Background: an optimization exercise with open tools, aiming at small area. Do not read the settings as production practice.
Where RTL was checked, it was by simulation tests only, not by an equivalence proof against the original.

==> flow/design.v <==
package ocr_pkg;
    localparam int DATA_W             = 16;
    localparam int WIN_LOG2           = 4;
    localparam int WIN                = 1 << WIN_LOG2;
    localparam int SQ_W               = 32;
    localparam int ACC_W              = 36;
    localparam int DEFAULT_SAMPLE_DIV = 125000;
    typedef enum logic {
        FILL = 1'b0,
        RUN  = 1'b1
    } ocr_state_t;
endpackage
module ocr_sample_strobe_gen
#(
    parameter int SAMPLE_DIV = ocr_pkg::DEFAULT_SAMPLE_DIV,
    parameter int CNT_W      = $clog2(SAMPLE_DIV)
) (
    input  logic             clk_master,
    input  logic             reset_n,
    output logic             sample_stb,
    output logic [CNT_W-1:0] cnt
);
    localparam logic [CNT_W-1:0] CNT_LAST = CNT_W'(SAMPLE_DIV - 1);
    always_ff @(posedge clk_master or negedge reset_n) begin
        if (!reset_n) begin
            cnt <= '0;
        end else if (sample_stb) begin
            cnt <= '0;
        end else begin
            cnt <= cnt + CNT_W'(1);
        end
    end
    always_comb begin
        sample_stb = 1'b1;
        for (int i = 0; i < CNT_W; i++) begin
            if (CNT_LAST[i]) sample_stb = sample_stb & cnt[i];
        end
    end
endmodule
module ocr_sample_window
#(
    parameter int SAMPLE_DIV = ocr_pkg::DEFAULT_SAMPLE_DIV
) (
    input  logic              clk_master,
    input  logic              reset_n,
    input  logic [ocr_pkg::DATA_W-1:0] adc_data_in,
    input  logic [ocr_pkg::DATA_W-1:0] I_p,
    output logic              sample_stb,
    output logic              ms_valid,
    output logic [ocr_pkg::SQ_W-1:0]   ms_out,
    output logic              over_pickup,
    output logic              window_full
    ,
    output logic [ocr_pkg::DATA_W-1:0] peak_out
);
    localparam int DATA_W = ocr_pkg::DATA_W;
    localparam int CNT_W  = $clog2(SAMPLE_DIV);
    localparam int ACC_N  = 40;    
    localparam int C_IP0   = 8;
    localparam int C_VALID = 40;
    logic [CNT_W-1:0] cnt;
    ocr_sample_strobe_gen #(
        .SAMPLE_DIV (SAMPLE_DIV),
        .CNT_W      (CNT_W)
    ) u_strobe_gen (
        .clk_master (clk_master),
        .reset_n    (reset_n),
        .sample_stb (sample_stb),
        .cnt        (cnt)
    );
    logic       early;           
    logic [6:0] lo;
    assign early = (cnt[CNT_W-1:7] == '0);
    assign lo    = cnt[6:0];
    logic [3:0] fc;      
    logic       seen;    
    logic       wf;      
    always_ff @(posedge clk_master or negedge reset_n) begin
        if (!reset_n) begin
            fc   <= '0;
            seen <= 1'b0;
            wf   <= 1'b0;
        end else begin
            if (sample_stb) begin
                fc   <= fc + 4'd1;
                seen <= 1'b1;
            end
            if (early && lo == 7'(C_VALID - 1) && seen && fc == 4'd0) begin
                wf <= 1'b1;
            end
        end
    end
    assign window_full = wf;
    assign ms_valid    = wf && early && (lo == 7'(C_VALID));
    logic [DATA_W-1:0] ring [16];
    logic [DATA_W-1:0] xr;
    logic [3:0]        wslot;    
    logic              ins, ld_old;
    assign wslot  = {fc[3] ^ fc[0], fc[2:0]};
    assign ins    = early && (lo[6:4] == 3'd0) && (lo[3:0] == wslot);
    assign ld_old = early && (lo[6:4] == 3'd1) && (lo[3:0] == wslot);
    always_ff @(posedge clk_master) begin
        ring[0] <= ins ? xr : ring[15];
        for (int i = 1; i < 16; i++) begin
            ring[i] <= ring[i-1];
        end
        if (sample_stb) begin
            xr <= adc_data_in;
        end else if (ld_old) begin
            xr <= ring[14];
        end
    end
    logic [ACC_N-1:0] acc;
    logic             creg;
    logic             row_en, mbit;
    logic             inv, clr;
    logic [16:0]      add_b, add_s;
    logic [17:0]      add_c;
    logic             wrap;
    assign row_en = early && ((lo[6:4] == 3'd0) || (wf && lo[6:4] == 3'd5));
    assign mbit   = xr[lo[3:0]];
    assign inv    = wf && early && (lo >= 7'd40) && (lo < 7'd120);
    assign clr    = !seen && early && (lo >= 7'd40) && (lo < 7'd80);
    always_comb begin
        add_b[15:0] = xr & {DATA_W{row_en && mbit}};
        add_b[16]   = creg;
        add_c[0]    = 1'b0;
        for (int i = 0; i < 17; i++) begin
            add_s[i]   = acc[i] ^ add_b[i] ^ add_c[i];
            add_c[i+1] = (acc[i] & add_b[i]) | (acc[i] & add_c[i]) | (add_b[i] & add_c[i]);
        end
    end
    assign wrap = (add_s[0] ^ inv) & ~clr;
    always_ff @(posedge clk_master) begin
        acc[15:0]       <= add_s[16:1];
        acc[ACC_N-2:16] <= acc[ACC_N-1:17];
        acc[ACC_N-1]    <= wrap;
        creg            <= add_c[17] & ~clr;
    end
    assign ms_out = acc[35:4];
    logic [DATA_W-1:0] rb;
    logic [DATA_W-1:0] rb_b, rb_s;
    logic [DATA_W:0]   rb_c;
    logic              ip_row, ip_bit, gt, gt_in, sum_bit, prod_bit;
    assign ip_row = early && (lo >= 7'(C_IP0)) && (lo < 7'(C_IP0 + 16));
    assign ip_bit = I_p[4'(lo[3:0] - 4'(C_IP0))];
    always_comb begin
        rb_b    = I_p & {DATA_W{ip_row && ip_bit}};
        rb_c[0] = 1'b0;
        for (int i = 0; i < DATA_W; i++) begin
            rb_s[i]   = rb[i] ^ rb_b[i] ^ rb_c[i];
            rb_c[i+1] = (rb[i] & rb_b[i]) | (rb[i] & rb_c[i]) | (rb_b[i] & rb_c[i]);
        end
    end
    always_ff @(posedge clk_master) begin
        rb <= {rb_c[DATA_W], rb_s[DATA_W-1:1]};
    end
    assign prod_bit = rb_s[0];
    assign sum_bit  = acc[36];
    assign gt_in    = gt && !(early && lo == 7'(C_IP0));
    always_ff @(posedge clk_master) begin
        gt <= (sum_bit & ~prod_bit) | (~(sum_bit ^ prod_bit) & gt_in);
    end
    assign over_pickup = gt;
    logic        pk_en, pk_force;
    logic [16:0] pk_c;       
    always_comb begin
        pk_c[0] = 1'b0;
        for (int i = 0; i < DATA_W; i++) begin
            pk_c[i+1] = (ring[15][i] & ~peak_out[i]) | (ring[15][i] & pk_c[i])
                      | (~peak_out[i] & pk_c[i]);
        end
    end
    assign pk_en    = early && (lo[6:4] == 3'd1) && (fc == 4'd0);
    assign pk_force = (lo[3:0] == 4'd0);
    always_ff @(posedge clk_master) begin
        if (pk_en && (pk_force || pk_c[16])) begin
            peak_out <= ring[15];
        end
    end
endmodule
==> flow/config.mk <==
export PLATFORM = sky130hd
export DESIGN_NAME = ocr_sample_window
export DESIGN_NICKNAME = ocr_sample_window
export VERILOG_FILES = /design/flow/design.v
export SDC_FILE = /design/flow/constraint.sdc
export NUM_CORES = 4
export LEC_CHECK = 0
export CAP_MARGIN = 20
export CORE_MARGIN = 2
export CORE_UTILIZATION = 60
export PLACE_DENSITY = 0.85
export SLEW_MARGIN = 20
==> flow/constraint.sdc <==
create_clock -name core_clock -period 10.0 [get_ports {clk_master}]
set_input_delay 2.0000 -clock core_clock [delete_from_list [all_inputs] [get_ports {clk_master}]]
set_output_delay 2.0000 -clock core_clock [all_outputs]
set_load 0.01 [all_outputs]
standard.sh (not shown) runs the stock make flow with config.mk's settings and CLKGATE_MAP_FILE= SYNTH_SCRIPT=/design/flow/synth_recipe.tcl, a recipe that flattens the netlist after the stock synthesis.
==> flow/flow/run.sh <==
#!/bin/bash
# Standard layout with single-drive port buffers, a leaner clock tree and
# combinational cells downsized after synthesis.
set -e
export BUFFER_PORTS_ARGS="-buffer_cell sky130_fd_sc_hd__buf_1"
export CTS_ARGS="-sink_clustering_enable -repair_clock_nets -buf_list sky130_fd_sc_hd__clkbuf_8 -sink_clustering_size 18 -sink_clustering_max_diameter 70 -dont_use_dummy_load"
bash standard.sh synth > synth.log 2>&1
openroad -no_init -exit flow/downsize.tcl > downsize.log 2>&1
bash standard.sh > standard.log 2>&1
==> flow/flow/downsize.tcl <==
# Swap every combinational cell of the synthesized netlist to the smallest-area
# drive strength of the same function; later repair steps upsize where timing
# or slew needs it. Registers keep the cells synthesis gave them.
read_db orfs/results/sky130hd/ocr_sample_window/base/1_synth.odb
set db [ord::get_db]
set block [[$db getChip] getBlock]
set best [dict create]
foreach lib [$db getLibs] {
  foreach m [$lib getMasters] {
    set name [$m getName]
    if {![regexp {^(sky130_fd_sc_hd__\w+)_(\d+)$} $name -> base k]} { continue }
    if {[regexp {lpflow|probe} $name]} { continue }
    set a [expr {[$m getWidth] * [$m getHeight]}]
    if {![dict exists $best $base] || $a < [lindex [dict get $best $base] 1]} {
      dict set best $base [list $m $a]
    }
  }
}
set n 0
foreach inst [$block getInsts] {
  set name [[$inst getMaster] getName]
  if {[regexp {^sky130_fd_sc_hd__(df|edf|sdf|sedf|dl|conb|tap|fill|decap)} $name]} { continue }
  if {![regexp {^(sky130_fd_sc_hd__\w+)_(\d+)$} $name -> base k]} { continue }
  if {![dict exists $best $base]} { continue }
  set m [lindex [dict get $best $base] 0]
  if {[$m getName] ne $name} {
    $inst swapMaster $m
    incr n
  }
}
puts "resized $n instances"
write_db orfs/results/sky130hd/ocr_sample_window/base/1_synth.odb
==> next run, changes <==
--- a/flow/design.v
+++ b/flow/design.v
@@ -95,13 +95,13 @@
     logic [DATA_W-1:0] ring [16];
     logic [DATA_W-1:0] xr;
     logic [3:0]        wslot;    
     logic              ins, ld_old;
     assign wslot  = {fc[3] ^ fc[0], fc[2:0]};
     assign ins    = early && (lo[6:4] == 3'd0) && (lo[3:0] == wslot);
-    assign ld_old = early && (lo[6:4] == 3'd1) && (lo[3:0] == wslot);
+    assign ld_old = (lo[6:4] == 3'd1) && (lo[3:0] == wslot);
     always_ff @(posedge clk_master) begin
         ring[0] <= ins ? xr : ring[15];
         for (int i = 1; i < 16; i++) begin
             ring[i] <= ring[i-1];
         end
         if (sample_stb) begin
@@ -139,13 +139,13 @@
     end
     assign ms_out = acc[35:4];
     logic [DATA_W-1:0] rb;
     logic [DATA_W-1:0] rb_b, rb_s;
     logic [DATA_W:0]   rb_c;
     logic              ip_row, ip_bit, gt, gt_in, sum_bit, prod_bit;
-    assign ip_row = early && (lo >= 7'(C_IP0)) && (lo < 7'(C_IP0 + 16));
+    assign ip_row = (lo >= 7'(C_IP0)) && (lo < 7'(C_IP0 + 16));
     assign ip_bit = I_p[4'(lo[3:0] - 4'(C_IP0))];
     always_comb begin
         rb_b    = I_p & {DATA_W{ip_row && ip_bit}};
         rb_c[0] = 1'b0;
         for (int i = 0; i < DATA_W; i++) begin
             rb_s[i]   = rb[i] ^ rb_b[i] ^ rb_c[i];
@@ -154,13 +154,13 @@
     end
     always_ff @(posedge clk_master) begin
         rb <= {rb_c[DATA_W], rb_s[DATA_W-1:1]};
     end
     assign prod_bit = rb_s[0];
     assign sum_bit  = acc[36];
-    assign gt_in    = gt && !(early && lo == 7'(C_IP0));
+    assign gt_in    = gt && (lo != 7'(C_IP0));
     always_ff @(posedge clk_master) begin
         gt <= (sum_bit & ~prod_bit) | (~(sum_bit ^ prod_bit) & gt_in);
     end
     assign over_pickup = gt;
     logic        pk_en, pk_force;
     logic [16:0] pk_c;       
The new run completed without violations.
Wire length goes up by 4.6%.
Maximum frequency goes down by about 2.3%.
First-iteration DRC count goes up by 9.9%.
Hold slack barely changes.
Utilization goes down by 0.14 points.
Final area hardly moves.
Non-clock buffer count goes down by 2.

== rev 12 ==
// ocr_sample_window: RTL as listed in full above, without the edits since
clock: 10.0 ns
lec_check: 0
cap_margin: 20
core_margin: 2
core_utilization: 60
place_density: 0.85
slew_margin: 20
==> flow/flow/run.sh <==
#!/bin/bash
# Standard layout with single-drive port buffers and a leaner clock tree.
export BUFFER_PORTS_ARGS="-buffer_cell sky130_fd_sc_hd__buf_1"
export CTS_ARGS="-sink_clustering_enable -repair_clock_nets -buf_list sky130_fd_sc_hd__clkbuf_8 -sink_clustering_size 18 -sink_clustering_max_diameter 70 -dont_use_dummy_load"
bash standard.sh > standard.log 2>&1
--- input diff rev 12..rev 13 ---
-- flow/design.v --
<<< rev 12, line 25
        if (!reset_n) begin
            cnt <= '0;
        end else if (sample_stb) begin
            cnt <= '0;
        end else begin
>>> rev 13, line 25
        if (!reset_n) begin
            cnt <= '0;
        end else if (cnt == CNT_LAST) begin
            cnt <= '0;
        end else begin
<<< rev 12, line 31
        end
    end
    always_comb begin
        sample_stb = 1'b1;
        for (int i = 0; i < CNT_W; i++) begin
            if (CNT_LAST[i]) sample_stb = sample_stb & cnt[i];
        end
    end
endmodule
module ocr_sample_window
>>> rev 13, line 31
        end
    end
    assign sample_stb = (cnt == CNT_LAST);
endmodule
module ocr_sample_window
<<< rev 12, line 163
    end
    assign over_pickup = gt;
    logic        pk_en, pk_force;
    logic [16:0] pk_c;       
    always_comb begin
        pk_c[0] = 1'b0;
        for (int i = 0; i < DATA_W; i++) begin
            pk_c[i+1] = (ring[15][i] & ~peak_out[i]) | (ring[15][i] & pk_c[i])
                      | (~peak_out[i] & pk_c[i]);
        end
    end
    assign pk_en    = early && (lo[6:4] == 3'd1) && (fc == 4'd0);
    assign pk_force = (lo[3:0] == 4'd0);
    always_ff @(posedge clk_master) begin
        if (pk_en && (pk_force || pk_c[16])) begin
            peak_out <= ring[15];
        end
>>> rev 13, line 158
    end
    assign over_pickup = gt;
    logic pk_en, pk_force;
    assign pk_en    = early && (lo[6:4] == 3'd1) && (fc == 4'd0);
    assign pk_force = (lo[3:0] == 4'd0);
    always_ff @(posedge clk_master) begin
        if (pk_en && (pk_force || ring[15] > peak_out)) begin
            peak_out <= ring[15];
        end
Results
Measured against each other, rev 13 and rev 12 differ in met3 track demand over resource, the higher figure coming from rev 13. Min post-route clock period utilization across rev 13 and rev 12: rev 13. Re number of cells on the critical path: rev 13 and rev 12 aren't equal, and the lower value belongs to rev 13. Signed area change from the synthesized netlist to the final layout (rev 13 over rev 12): decrease, 0.51 points. Rev 13 vs. rev 12: cell count went up by about 2.5%. Rev 13 ended up with a higher die area than rev 12 did. Rev 13 against rev 12; final area is up by a few percent. In the reports for rev 13 and rev 12, the larger hold slack belongs to rev 12.
Function not checked in rev 13: the RTL went through the layout flow alone.

RTL: one of the versions met above, not the one the previous note started from.
Size in the first run: ~690 cells after synthesis, about 86 I/O pins.
==> flow/design.v (excerpt) <==
module ocr_sample_window
#(
    parameter int SAMPLE_DIV = ocr_pkg::DEFAULT_SAMPLE_DIV
) (
    input  logic              clk_master,
    input  logic              reset_n,
    input  logic [ocr_pkg::DATA_W-1:0] adc_data_in,
    input  logic [ocr_pkg::DATA_W-1:0] I_p,
    output logic              sample_stb,
    output logic              ms_valid,
    output logic [ocr_pkg::SQ_W-1:0]   ms_out,
    output logic              over_pickup,
    output logic              window_full
    ,
    output logic [ocr_pkg::DATA_W-1:0] peak_out
);
==> module ocr_sample_window, before the edit <==
module ocr_sample_window
#(
    parameter int SAMPLE_DIV = ocr_pkg::DEFAULT_SAMPLE_DIV
) (
    input  logic              clk_master,
    input  logic              reset_n,
    input  logic [ocr_pkg::DATA_W-1:0] adc_data_in,
    input  logic [ocr_pkg::DATA_W-1:0] I_p,
    output logic              sample_stb,
    output logic              ms_valid,
    output logic [ocr_pkg::SQ_W-1:0]   ms_out,
    output logic              over_pickup,
    output logic              window_full
    ,
    output logic [ocr_pkg::DATA_W-1:0] peak_out
);
    localparam int DATA_W = ocr_pkg::DATA_W;
    localparam int CNT_W  = $clog2(SAMPLE_DIV);
    localparam int ACC_N  = 40;    
    localparam int C_IP0   = 8;
    localparam int C_VALID = 40;
    logic [CNT_W-1:0] cnt;
    ocr_sample_strobe_gen #(
        .SAMPLE_DIV (SAMPLE_DIV),
        .CNT_W      (CNT_W)
    ) u_strobe_gen (
        .clk_master (clk_master),
        .reset_n    (reset_n),
        .sample_stb (sample_stb),
        .cnt        (cnt)
    );
    logic       early;           
    logic [6:0] lo;
    assign early = (cnt[CNT_W-1:7] == '0);
    assign lo    = cnt[6:0];
    logic [3:0] fc;      
    logic       seen;    
    logic       wf;      
    always_ff @(posedge clk_master or negedge reset_n) begin
        if (!reset_n) begin
            fc   <= '0;
            seen <= 1'b0;
            wf   <= 1'b0;
        end else begin
            if (sample_stb) begin
                fc   <= fc + 4'd1;
                seen <= 1'b1;
            end
            if (early && lo == 7'(C_VALID - 1) && seen && fc == 4'd0) begin
                wf <= 1'b1;
            end
        end
    end
    assign window_full = wf;
    assign ms_valid    = wf && early && (lo == 7'(C_VALID));
    logic [DATA_W-1:0] ring [16];
    logic [DATA_W-1:0] xr;
    logic [3:0]        wslot;    
    logic              ins, ld_old;
    assign wslot  = {fc[3] ^ fc[0], fc[2:0]};
    assign ins    = early && (lo[6:4] == 3'd0) && (lo[3:0] == wslot);
    assign ld_old = (lo[6:4] == 3'd1) && (lo[3:0] == wslot);
    always_ff @(posedge clk_master) begin
        ring[0] <= ins ? xr : ring[15];
        for (int i = 1; i < 16; i++) begin
            ring[i] <= ring[i-1];
        end
        if (sample_stb) begin
            xr <= adc_data_in;
        end else if (ld_old) begin
            xr <= ring[14];
        end
    end
    logic [ACC_N-1:0] acc;
    logic             creg;
    logic             row_en, mbit;
    logic             inv, clr;
    logic [16:0]      add_b, add_s;
    logic [17:0]      add_c;
    logic             wrap;
    assign row_en = early && ((lo[6:4] == 3'd0) || (wf && lo[6:4] == 3'd5));
    assign mbit   = xr[lo[3:0]];
    assign inv    = wf && early && (lo >= 7'd40) && (lo < 7'd120);
    assign clr    = !seen && early && (lo >= 7'd40) && (lo < 7'd80);
    always_comb begin
        add_b[15:0] = xr & {DATA_W{row_en && mbit}};
        add_b[16]   = creg;
        add_c[0]    = 1'b0;
        for (int i = 0; i < 17; i++) begin
            add_s[i]   = acc[i] ^ add_b[i] ^ add_c[i];
            add_c[i+1] = (acc[i] & add_b[i]) | (acc[i] & add_c[i]) | (add_b[i] & add_c[i]);
        end
    end
    assign wrap = (add_s[0] ^ inv) & ~clr;
    always_ff @(posedge clk_master) begin
        acc[15:0]       <= add_s[16:1];
        acc[ACC_N-2:16] <= acc[ACC_N-1:17];
        acc[ACC_N-1]    <= wrap;
        creg            <= add_c[17] & ~clr;
    end
    assign ms_out = acc[35:4];
    logic [DATA_W-1:0] rb;
    logic [DATA_W-1:0] rb_b, rb_s;
    logic [DATA_W:0]   rb_c;
    logic              ip_row, ip_bit, gt, gt_in, sum_bit, prod_bit;
    assign ip_row = (lo >= 7'(C_IP0)) && (lo < 7'(C_IP0 + 16));
    assign ip_bit = I_p[4'(lo[3:0] - 4'(C_IP0))];
    always_comb begin
        rb_b    = I_p & {DATA_W{ip_row && ip_bit}};
        rb_c[0] = 1'b0;
        for (int i = 0; i < DATA_W; i++) begin
            rb_s[i]   = rb[i] ^ rb_b[i] ^ rb_c[i];
            rb_c[i+1] = (rb[i] & rb_b[i]) | (rb[i] & rb_c[i]) | (rb_b[i] & rb_c[i]);
        end
    end
    always_ff @(posedge clk_master) begin
        rb <= {rb_c[DATA_W], rb_s[DATA_W-1:1]};
    end
    assign prod_bit = rb_s[0];
    assign sum_bit  = acc[36];
    assign gt_in    = gt && (lo != 7'(C_IP0));
    always_ff @(posedge clk_master) begin
        gt <= (sum_bit & ~prod_bit) | (~(sum_bit ^ prod_bit) & gt_in);
    end
    assign over_pickup = gt;
    logic        pk_en, pk_force;
    logic [16:0] pk_c;       
    always_comb begin
        pk_c[0] = 1'b0;
        for (int i = 0; i < DATA_W; i++) begin
            pk_c[i+1] = (ring[15][i] & ~peak_out[i]) | (ring[15][i] & pk_c[i])
                      | (~peak_out[i] & pk_c[i]);
        end
    end
    assign pk_en    = early && (lo[6:4] == 3'd1) && (fc == 4'd0);
    assign pk_force = (lo[3:0] == 4'd0);
    always_ff @(posedge clk_master) begin
        if (pk_en && (pk_force || pk_c[16])) begin
            peak_out <= ring[15];
        end
    end
endmodule
export LEC_CHECK = 0
export CAP_MARGIN = 20
export CORE_MARGIN = 2
export CORE_UTILIZATION = 60
export PLACE_DENSITY = 0.85
export SLEW_MARGIN = 20
create_clock -name core_clock -period 10.0 [get_ports {clk_master}]
==> flow/flow/run.sh <==
#!/bin/bash
# Standard synthesis, its combinational logic re-mapped for area, cells
# downsized, single-drive port buffers and a leaner clock tree.
set -e
export BUFFER_PORTS_ARGS="-buffer_cell sky130_fd_sc_hd__buf_1"
export CTS_ARGS="-sink_clustering_enable -repair_clock_nets -buf_list sky130_fd_sc_hd__clkbuf_4 -sink_clustering_size 12 -sink_clustering_max_diameter 40 -dont_use_dummy_load"
bash standard.sh synth > synth.log 2>&1
bash flow/reopt.sh > reopt.log 2>&1
bash standard.sh synth > synth2.log 2>&1
openroad -no_init -exit flow/downsize.tcl > downsize.log 2>&1
bash standard.sh > standard.log 2>&1
==> flow/flow/area.abc <==
strash
dc2
&get -n
&st
&dch -f
&nf -R 1000
&put
==> flow/flow/reopt.sh <==
#!/bin/bash
# Re-map the combinational logic of the standard synthesis netlist with an
# area-oriented ABC script. Register cells and their names are kept: the
# flip-flop and adder cells are read as black boxes, everything else is flattened
# into gates and mapped again.
set -euo pipefail
R=orfs/results/sky130hd/ocr_sample_window/base
LIB=$FLOW_HOME/platforms/sky130hd/lib/sky130_fd_sc_hd__tt_025C_1v80.lib
# Registers and the full/half adder cells stay as synthesis mapped them.
KEEP="$(grep -o "sky130_fd_sc_hd__[a-z]*df[a-z]*_[0-9]*" $LIB | sort -u | tr '\n' ' ') $(grep -o "sky130_fd_sc_hd__[fh]a_[0-9]*" $LIB | sort -u | tr '\n' ' ')"
DU=$(sed -n '/DONT_USE_CELLS/,/^$/p' $FLOW_HOME/platforms/sky130hd/config.mk | grep -o "sky130_fd_sc_hd__[a-z0-9_]*" | sed 's/^/-dont_use /' | tr '\n' ' ')
cp $R/1_2_yosys.v $R/1_2_yosys_std.v
yosys -q -p "read_liberty -ignore_miss_func $LIB; blackbox $KEEP; read_verilog $R/1_2_yosys_std.v; hierarchy -top $FLOW_TOP; flatten; opt -purge; abc -liberty $LIB -script flow/area.abc $DU; opt_clean -purge; stat -liberty $LIB; write_verilog -noattr $R/1_2_yosys.v"
rm -f $R/1_synth.odb $R/1_synth.sdc
Scripts as last shown in full above: flow/flow/downsize.tcl
Rerun with:
--- a/flow/design.v
+++ b/flow/design.v
@@ -82,13 +82,13 @@
             wf   <= 1'b0;
         end else begin
             if (sample_stb) begin
                 fc   <= fc + 4'd1;
                 seen <= 1'b1;
             end
-            if (early && lo == 7'(C_VALID - 1) && seen && fc == 4'd0) begin
+            if (lo == 7'(C_VALID - 1) && seen && fc == 4'd0) begin
                 wf <= 1'b1;
             end
         end
     end
     assign window_full = wf;
     assign ms_valid    = wf && early && (lo == 7'(C_VALID));
@@ -117,13 +117,13 @@
     logic [16:0]      add_b, add_s;
     logic [17:0]      add_c;
     logic             wrap;
     assign row_en = early && ((lo[6:4] == 3'd0) || (wf && lo[6:4] == 3'd5));
     assign mbit   = xr[lo[3:0]];
     assign inv    = wf && early && (lo >= 7'd40) && (lo < 7'd120);
-    assign clr    = !seen && early && (lo >= 7'd40) && (lo < 7'd80);
+    assign clr    = !seen && (lo >= 7'd40) && (lo < 7'd80);
     always_comb begin
         add_b[15:0] = xr & {DATA_W{row_en && mbit}};
         add_b[16]   = creg;
         add_c[0]    = 1'b0;
         for (int i = 0; i < 17; i++) begin
             add_s[i]   = acc[i] ^ add_b[i] ^ add_c[i];
@@ -168,13 +168,13 @@
         pk_c[0] = 1'b0;
         for (int i = 0; i < DATA_W; i++) begin
             pk_c[i+1] = (ring[15][i] & ~peak_out[i]) | (ring[15][i] & pk_c[i])
                       | (~peak_out[i] & pk_c[i]);
         end
     end
-    assign pk_en    = early && (lo[6:4] == 3'd1) && (fc == 4'd0);
+    assign pk_en    = (lo[6:4] == 3'd1) && (fc == 4'd0);
     assign pk_force = (lo[3:0] == 4'd0);
     always_ff @(posedge clk_master) begin
         if (pk_en && (pk_force || pk_c[16])) begin
             peak_out <= ring[15];
         end
     end
Effect:
- The new run finished clean
- die area barely changes
- clock skew goes up by 0.020 ns
- global-route usage goes down by 1.1 points
- cell area is about the same
- cell count hardly moves
- count of clock-buffer cells in the layout goes up by 2
- register-to-register slack degrades by 0.02 ns
- routed wire length goes down by a few percent
Function not checked in the second run of this note: the RTL went through the layout flow alone.

what the ideal ports hide:
How much do the figures lean on ideal ports? The routed layouts below were timed once more, with nothing changed but the port constraints. Step 1: set_driving_cell puts a clkbuf_16 on clk_master and a buf_2 on each other input, an assumption about the parent block. Step 2 moves the port delays by t, midway between the first and last clock arrival at a register: inputs arrive t later, outputs are due t later. That takes back most of the time a late clock gives input paths. Three values: ideal, step 1, step 2; two values: the first two.
run | t, ns | slack for setup (ns) | slew at the worst register clock pin (ns) | worst slew at a driven data input, ns
the first run of note 1 | 0.575 | 1.015 / 1.016 / 0.457 | 0.11 / 0.11 | 0.04
the second run of note 1 | 0.573 | 0.806 / 0.806 / 0.418 | 0.12 / 0.12 | 0.04
rev 12 | 0.564 | 0.910 / 0.910 / 0.445 | 0.11 / 0.11 | 0.04
rev 13 | 0.579 | 0.956 / 0.971 / 0.392 | 0.11 / 0.11 | 0.04
the first run of note 3 | 0.643 | 1.073 / 1.087 / 0.445 | 0.12 / 0.12 | 0.05
the second run of note 3 | 0.656 | 1.168 / 1.185 / 0.529 | 0.12 / 0.12 | 0.04
After both steps setup and hold are still met in every run listed. For the second run of note 3, which loses most, drivers alone change the setup slack by +0.017 ns; drivers and shift together by -0.639 ns.
